This design comes from an exercise in tuning for small area, a short achievable clock period and few clock cycles per item on the open sky130 flow, not from production work.
RTL that was checked went through simulation tests only; none was proved equivalent to the original.

Design gregorian_date_difference_days, start of the top module:
module gregorian_date_difference_days (
  input  logic        clk_i,
  input  logic        rst_ni,
  input  logic        s_axis_tvalid_i,
  output logic        s_axis_tready_o,
  input  logic [71:0] s_axis_tdata_i,
  output logic        m_axis_tvalid_o,
  input  logic        m_axis_tready_i,
  output logic [31:0] m_axis_tdata_o,
  output logic [0:0]  m_axis_tuser_o
);
Size in the first run: about 1400 cells after synthesis, about 110 I/O pins, about 14000 sq um of cells after synthesis.
Settings: LEC_CHECK=0, CAP_MARGIN=20, CORE_MARGIN=2, CORE_UTILIZATION=65, CTS_BUF_LIST=sky130_fd_sc_hd__clkbuf_4 sky130_fd_sc_hd__clkbuf_8, PLACE_DENSITY=0.75, SETUP_SLACK_MARGIN=4.35, SLEW_MARGIN=20, SYNTH_HIERARCHICAL=1, SYNTH_MINIMUM_KEEP_SIZE=0; clock period 8.5 ns.
standard.sh (not shown) runs the stock make flow with config.mk's settings and CLKGATE_MAP_FILE= SYNTH_SCRIPT=/design/flow/synth_recipe.tcl, a recipe that flattens the netlist after the stock synthesis.
==> flow/flow/run.sh <==
#!/bin/bash
# The standard layout, with the port buffers made from the platform's
# smallest plain buffer instead of the delay buffer the flow picks, and
# without half-adder cells (their logic is left to the gate mapper); the
# platform's own don't-use cells stay excluded.
set -euo pipefail
export BUFFER_PORTS_ARGS="-buffer_cell sky130_fd_sc_hd__buf_1"
DU=" sky130_fd_sc_hd__probe_p_8 sky130_fd_sc_hd__probec_p_8 sky130_fd_sc_hd__lpflow_bleeder_1 sky130_fd_sc_hd__lpflow_clkbufkapwr_1 sky130_fd_sc_hd__lpflow_clkbufkapwr_16 sky130_fd_sc_hd__lpflow_clkbufkapwr_2 sky130_fd_sc_hd__lpflow_clkbufkapwr_4 sky130_fd_sc_hd__lpflow_clkbufkapwr_8 sky130_fd_sc_hd__lpflow_clkinvkapwr_1 sky130_fd_sc_hd__lpflow_clkinvkapwr_16 sky130_fd_sc_hd__lpflow_clkinvkapwr_2 sky130_fd_sc_hd__lpflow_clkinvkapwr_4 sky130_fd_sc_hd__lpflow_clkinvkapwr_8 sky130_fd_sc_hd__lpflow_decapkapwr_12 sky130_fd_sc_hd__lpflow_decapkapwr_3 sky130_fd_sc_hd__lpflow_decapkapwr_4 sky130_fd_sc_hd__lpflow_decapkapwr_6 sky130_fd_sc_hd__lpflow_decapkapwr_8 sky130_fd_sc_hd__lpflow_inputiso0n_1 sky130_fd_sc_hd__lpflow_inputiso0p_1 sky130_fd_sc_hd__lpflow_inputiso1n_1 sky130_fd_sc_hd__lpflow_inputiso1p_1 sky130_fd_sc_hd__lpflow_inputisolatch_1 sky130_fd_sc_hd__lpflow_isobufsrc_1 sky130_fd_sc_hd__lpflow_isobufsrc_16 sky130_fd_sc_hd__lpflow_isobufsrc_2 sky130_fd_sc_hd__lpflow_isobufsrc_4 sky130_fd_sc_hd__lpflow_isobufsrc_8 sky130_fd_sc_hd__lpflow_isobufsrckapwr_16 sky130_fd_sc_hd__lpflow_lsbuf_lh_hl_isowell_tap_1 sky130_fd_sc_hd__lpflow_lsbuf_lh_hl_isowell_tap_2 sky130_fd_sc_hd__lpflow_lsbuf_lh_hl_isowell_tap_4 sky130_fd_sc_hd__lpflow_lsbuf_lh_isowell_4 sky130_fd_sc_hd__lpflow_lsbuf_lh_isowell_tap_1 sky130_fd_sc_hd__lpflow_lsbuf_lh_isowell_tap_2 sky130_fd_sc_hd__lpflow_lsbuf_lh_isowell_tap_4 # # Define fill cells  sky130_fd_sc_hd__ha_1 sky130_fd_sc_hd__ha_2 sky130_fd_sc_hd__ha_4"
bash standard.sh "DONT_USE_CELLS=$DU" finish > standard.log 2>&1
The first run ran to the end with no violations.
Testbench counts at the start, summed over its fixed seeds: cycles 12,024, items 12,000.
Edit:
Settings changed: CORE_UTILIZATION 65 to 50, PLACE_DENSITY 0.75 to unset, SETUP_SLACK_MARGIN 4.35 to unset.
Result:
- final area goes down by a few percent
- register-to-register slack gets worse by 210 ps
- fmax goes down by a few percent
- die area goes up by a quarter to a third
- synthesized cell count is unchanged
- via count goes down by a few percent
Edit:
Settings changed: PLACE_DENSITY set to 0.8, SETUP_SLACK_MARGIN set to 4.35.
Wire length grows by a few percent.
Flip-flop and latch count stays the same.
Worst hold slack is worse by 73 ps.
Edit:
Settings changed: PLACE_DENSITY 0.8 to unset, SETUP_SLACK_MARGIN 4.35 to 4.5.
Non-clock buffer count went up by 27.
First-iteration DRC count went down by 29%.
Register-to-register slack improves by 70 ps.
Hold slack improves by 79 ps.

* * *

Another version of the RTL of gregorian_date_difference_days (not shown whole).
Size in the first run: roughly 1500 cells after synthesis, ~130 flip-flops, ~110 I/O pins.
==> flow/config.mk <==
export PLATFORM = sky130hd
export DESIGN_NAME = gregorian_date_difference_days
export DESIGN_NICKNAME = gregorian_date_difference_days
export VERILOG_FILES = /design/flow/design.v
export SDC_FILE = /design/flow/constraint.sdc
export NUM_CORES = 4
export LEC_CHECK = 0
export CAP_MARGIN = 20
export CORE_MARGIN = 2
export CORE_UTILIZATION = 50
export CTS_BUF_LIST = sky130_fd_sc_hd__clkbuf_4 sky130_fd_sc_hd__clkbuf_8
export SLEW_MARGIN = 20
export SYNTH_HIERARCHICAL = 1
export SYNTH_MINIMUM_KEEP_SIZE = 0
==> flow/constraint.sdc <==
create_clock -name core_clock -period 8.5 [get_ports {clk_i}]
set_input_delay 1.7000 -clock core_clock [delete_from_list [all_inputs] [get_ports {clk_i}]]
set_output_delay 1.7000 -clock core_clock [all_outputs]
set_load 0.01 [all_outputs]
==> flow/flow/run.sh <==
#!/bin/bash
# The standard layout, with the port buffers made from the platform's
# smallest plain buffer instead of the delay buffer the flow picks, and
# without half-adder cells (their logic is left to the gate mapper).
set -euo pipefail
export BUFFER_PORTS_ARGS="-buffer_cell sky130_fd_sc_hd__buf_1"
export DONT_USE_CELLS="sky130_fd_sc_hd__ha_1 sky130_fd_sc_hd__ha_2 sky130_fd_sc_hd__ha_4"
bash standard.sh > standard.log 2>&1
The baseline ran to the end with no violations.
Rerun with:
==> flow/flow/run.sh (replaced) <==
#!/bin/bash
# The standard layout, with the port buffers made from the platform's
# smallest plain buffer instead of the delay buffer the flow picks.
set -euo pipefail
export BUFFER_PORTS_ARGS="-buffer_cell sky130_fd_sc_hd__buf_1"
bash standard.sh > standard.log 2>&1
The changed run went through all stages and came out clean.
Core utilization stays the same.
Area after synthesis is unchanged.
Setup slack does not change.
Final cell count is unchanged.
Non-clock buffer count stays the same.
Global-route usage is unchanged.
Sequential share of layout area stays the same.
First-iteration DRC count is unchanged.
Clock-buffer cell count does not change.
Rerun with:
==> flow/flow/run.sh (replaced) <==
#!/bin/bash
# The standard layout, with the port buffers made from the platform's
# smallest plain buffer instead of the delay buffer the flow picks, and
# without half-adder cells (their logic is left to the gate mapper); the
# platform's own don't-use cells stay excluded.
set -euo pipefail
export BUFFER_PORTS_ARGS="-buffer_cell sky130_fd_sc_hd__buf_1"
DU=" sky130_fd_sc_hd__probe_p_8 sky130_fd_sc_hd__probec_p_8 sky130_fd_sc_hd__lpflow_bleeder_1 sky130_fd_sc_hd__lpflow_clkbufkapwr_1 sky130_fd_sc_hd__lpflow_clkbufkapwr_16 sky130_fd_sc_hd__lpflow_clkbufkapwr_2 sky130_fd_sc_hd__lpflow_clkbufkapwr_4 sky130_fd_sc_hd__lpflow_clkbufkapwr_8 sky130_fd_sc_hd__lpflow_clkinvkapwr_1 sky130_fd_sc_hd__lpflow_clkinvkapwr_16 sky130_fd_sc_hd__lpflow_clkinvkapwr_2 sky130_fd_sc_hd__lpflow_clkinvkapwr_4 sky130_fd_sc_hd__lpflow_clkinvkapwr_8 sky130_fd_sc_hd__lpflow_decapkapwr_12 sky130_fd_sc_hd__lpflow_decapkapwr_3 sky130_fd_sc_hd__lpflow_decapkapwr_4 sky130_fd_sc_hd__lpflow_decapkapwr_6 sky130_fd_sc_hd__lpflow_decapkapwr_8 sky130_fd_sc_hd__lpflow_inputiso0n_1 sky130_fd_sc_hd__lpflow_inputiso0p_1 sky130_fd_sc_hd__lpflow_inputiso1n_1 sky130_fd_sc_hd__lpflow_inputiso1p_1 sky130_fd_sc_hd__lpflow_inputisolatch_1 sky130_fd_sc_hd__lpflow_isobufsrc_1 sky130_fd_sc_hd__lpflow_isobufsrc_16 sky130_fd_sc_hd__lpflow_isobufsrc_2 sky130_fd_sc_hd__lpflow_isobufsrc_4 sky130_fd_sc_hd__lpflow_isobufsrc_8 sky130_fd_sc_hd__lpflow_isobufsrckapwr_16 sky130_fd_sc_hd__lpflow_lsbuf_lh_hl_isowell_tap_1 sky130_fd_sc_hd__lpflow_lsbuf_lh_hl_isowell_tap_2 sky130_fd_sc_hd__lpflow_lsbuf_lh_hl_isowell_tap_4 sky130_fd_sc_hd__lpflow_lsbuf_lh_isowell_4 sky130_fd_sc_hd__lpflow_lsbuf_lh_isowell_tap_1 sky130_fd_sc_hd__lpflow_lsbuf_lh_isowell_tap_2 sky130_fd_sc_hd__lpflow_lsbuf_lh_isowell_tap_4 # # Define fill cells  sky130_fd_sc_hd__ha_1 sky130_fd_sc_hd__ha_2 sky130_fd_sc_hd__ha_4"
bash standard.sh "DONT_USE_CELLS=$DU" finish > standard.log 2>&1
What happened: Wire length fell by 1.9%; register-to-register slack improves by 0.11 ns; via count is higher by about 1.2%; area after synthesis went down by about 1.7%; flip-flop and latch count stays the same; cell count went up by 1.0%; design area goes down by 2.0%.
Function was not checked in any run of this note: the RTL went through the layout flow alone.

* * *

== old ==
gregorian_date_difference_days with an RTL version that a note above also has.
For scale: about 110 I/O pins, about 14,000 sq um of cells after synthesis.
Design gregorian_date_difference_days, start of the top module:
module gregorian_date_difference_days (
  input  logic        clk_i,
  input  logic        rst_ni,
  input  logic        s_axis_tvalid_i,
  output logic        s_axis_tready_o,
  input  logic [71:0] s_axis_tdata_i,
  output logic        m_axis_tvalid_o,
  input  logic        m_axis_tready_i,
  output logic [31:0] m_axis_tdata_o,
  output logic [0:0]  m_axis_tuser_o
);
export LEC_CHECK = 0
export CAP_MARGIN = 20
export CORE_MARGIN = 2
export CORE_UTILIZATION = 50
export CTS_BUF_LIST = sky130_fd_sc_hd__clkbuf_4 sky130_fd_sc_hd__clkbuf_8
export SETUP_SLACK_MARGIN = 4.0
export SLEW_MARGIN = 20
export SYNTH_HIERARCHICAL = 1
export SYNTH_MINIMUM_KEEP_SIZE = 0
create_clock -name core_clock -period 8.5 [get_ports {clk_i}]
==> flow/flow/run.sh <==
#!/bin/bash
# The standard layout, with the port buffers made from the platform's
# smallest plain buffer instead of the delay buffer the flow picks, and
# without half-adder cells (their logic is left to the gate mapper); the
# platform's own don't-use cells stay excluded.
set -euo pipefail
export BUFFER_PORTS_ARGS="-buffer_cell sky130_fd_sc_hd__buf_1"
DU=" sky130_fd_sc_hd__probe_p_8 sky130_fd_sc_hd__probec_p_8 sky130_fd_sc_hd__lpflow_bleeder_1 sky130_fd_sc_hd__lpflow_clkbufkapwr_1 sky130_fd_sc_hd__lpflow_clkbufkapwr_16 sky130_fd_sc_hd__lpflow_clkbufkapwr_2 sky130_fd_sc_hd__lpflow_clkbufkapwr_4 sky130_fd_sc_hd__lpflow_clkbufkapwr_8 sky130_fd_sc_hd__lpflow_clkinvkapwr_1 sky130_fd_sc_hd__lpflow_clkinvkapwr_16 sky130_fd_sc_hd__lpflow_clkinvkapwr_2 sky130_fd_sc_hd__lpflow_clkinvkapwr_4 sky130_fd_sc_hd__lpflow_clkinvkapwr_8 sky130_fd_sc_hd__lpflow_decapkapwr_12 sky130_fd_sc_hd__lpflow_decapkapwr_3 sky130_fd_sc_hd__lpflow_decapkapwr_4 sky130_fd_sc_hd__lpflow_decapkapwr_6 sky130_fd_sc_hd__lpflow_decapkapwr_8 sky130_fd_sc_hd__lpflow_inputiso0n_1 sky130_fd_sc_hd__lpflow_inputiso0p_1 sky130_fd_sc_hd__lpflow_inputiso1n_1 sky130_fd_sc_hd__lpflow_inputiso1p_1 sky130_fd_sc_hd__lpflow_inputisolatch_1 sky130_fd_sc_hd__lpflow_isobufsrc_1 sky130_fd_sc_hd__lpflow_isobufsrc_16 sky130_fd_sc_hd__lpflow_isobufsrc_2 sky130_fd_sc_hd__lpflow_isobufsrc_4 sky130_fd_sc_hd__lpflow_isobufsrc_8 sky130_fd_sc_hd__lpflow_isobufsrckapwr_16 sky130_fd_sc_hd__lpflow_lsbuf_lh_hl_isowell_tap_1 sky130_fd_sc_hd__lpflow_lsbuf_lh_hl_isowell_tap_2 sky130_fd_sc_hd__lpflow_lsbuf_lh_hl_isowell_tap_4 sky130_fd_sc_hd__lpflow_lsbuf_lh_isowell_4 sky130_fd_sc_hd__lpflow_lsbuf_lh_isowell_tap_1 sky130_fd_sc_hd__lpflow_lsbuf_lh_isowell_tap_2 sky130_fd_sc_hd__lpflow_lsbuf_lh_isowell_tap_4 # # Define fill cells  sky130_fd_sc_hd__ha_1 sky130_fd_sc_hd__ha_2 sky130_fd_sc_hd__ha_4"
bash standard.sh "DONT_USE_CELLS=$DU" finish > standard.log 2>&1
Testbench counts of old, summed over its fixed seeds: cycles 12,024, items 12,000.
The following lists how new was set up differently from old:
Settings: changing SETUP_SLACK_MARGIN from 4.0 to 4.2.
### Flow results
Between new and old, the via count of the first global-routing pass does not differ in any meaningful way. Going from old to new, total non-filler cell area in the finished layout higher; data arrival time of the critical path lower.

==> static timing again, ports no longer ideal <==
The flow's constraints put no driver on any port. The routed layouts listed below were extracted and timed again, unchanged, in two steps. Step 1 assumes that a clkbuf_16 drives the clock port and a buf_2 every other input. Step 2 moves the port delays by t, midway between the first and last clock arrival at a register: inputs arrive t later, outputs are due t later. That takes back most of the time a late clock gives input paths. Three values: ideal, step 1, step 2; two values: the first two.
| run | t (ns) | setup slack, ns | cell pins on the clock port's net |
|---|---|---|---|
| the first run of note 1 | 0.504 | 4.439 / 4.439 / 4.081 | 1 |
| the second run of note 1 | 0.494 | 4.231 / 4.231 / 4.147 | 1 |
| the third run of note 1 | 0.506 | 4.433 / 4.433 / 4.148 | 1 |
| the fourth run of note 1 | 0.494 | 4.506 / 4.506 / 4.301 | 1 |
| the first run of note 2 | 0.496 | 4.183 / 4.183 / 3.857 | 1 |
| the second run of note 2 | 0.496 | 4.183 / 4.183 / 3.857 | 1 |
| the third run of note 2 | 0.497 | 4.291 / 4.291 / 4.172 | 1 |
| old | 0.493 | 4.209 / 4.209 / 4.169 | 1 |
| new | 0.491 | 4.347 / 4.347 / 4.164 | 1 |
After both steps every run listed still meets setup and hold. For the first run of note 1, which loses most, drivers alone change the setup slack by 0.000 ns; drivers and shift together by -0.358 ns.
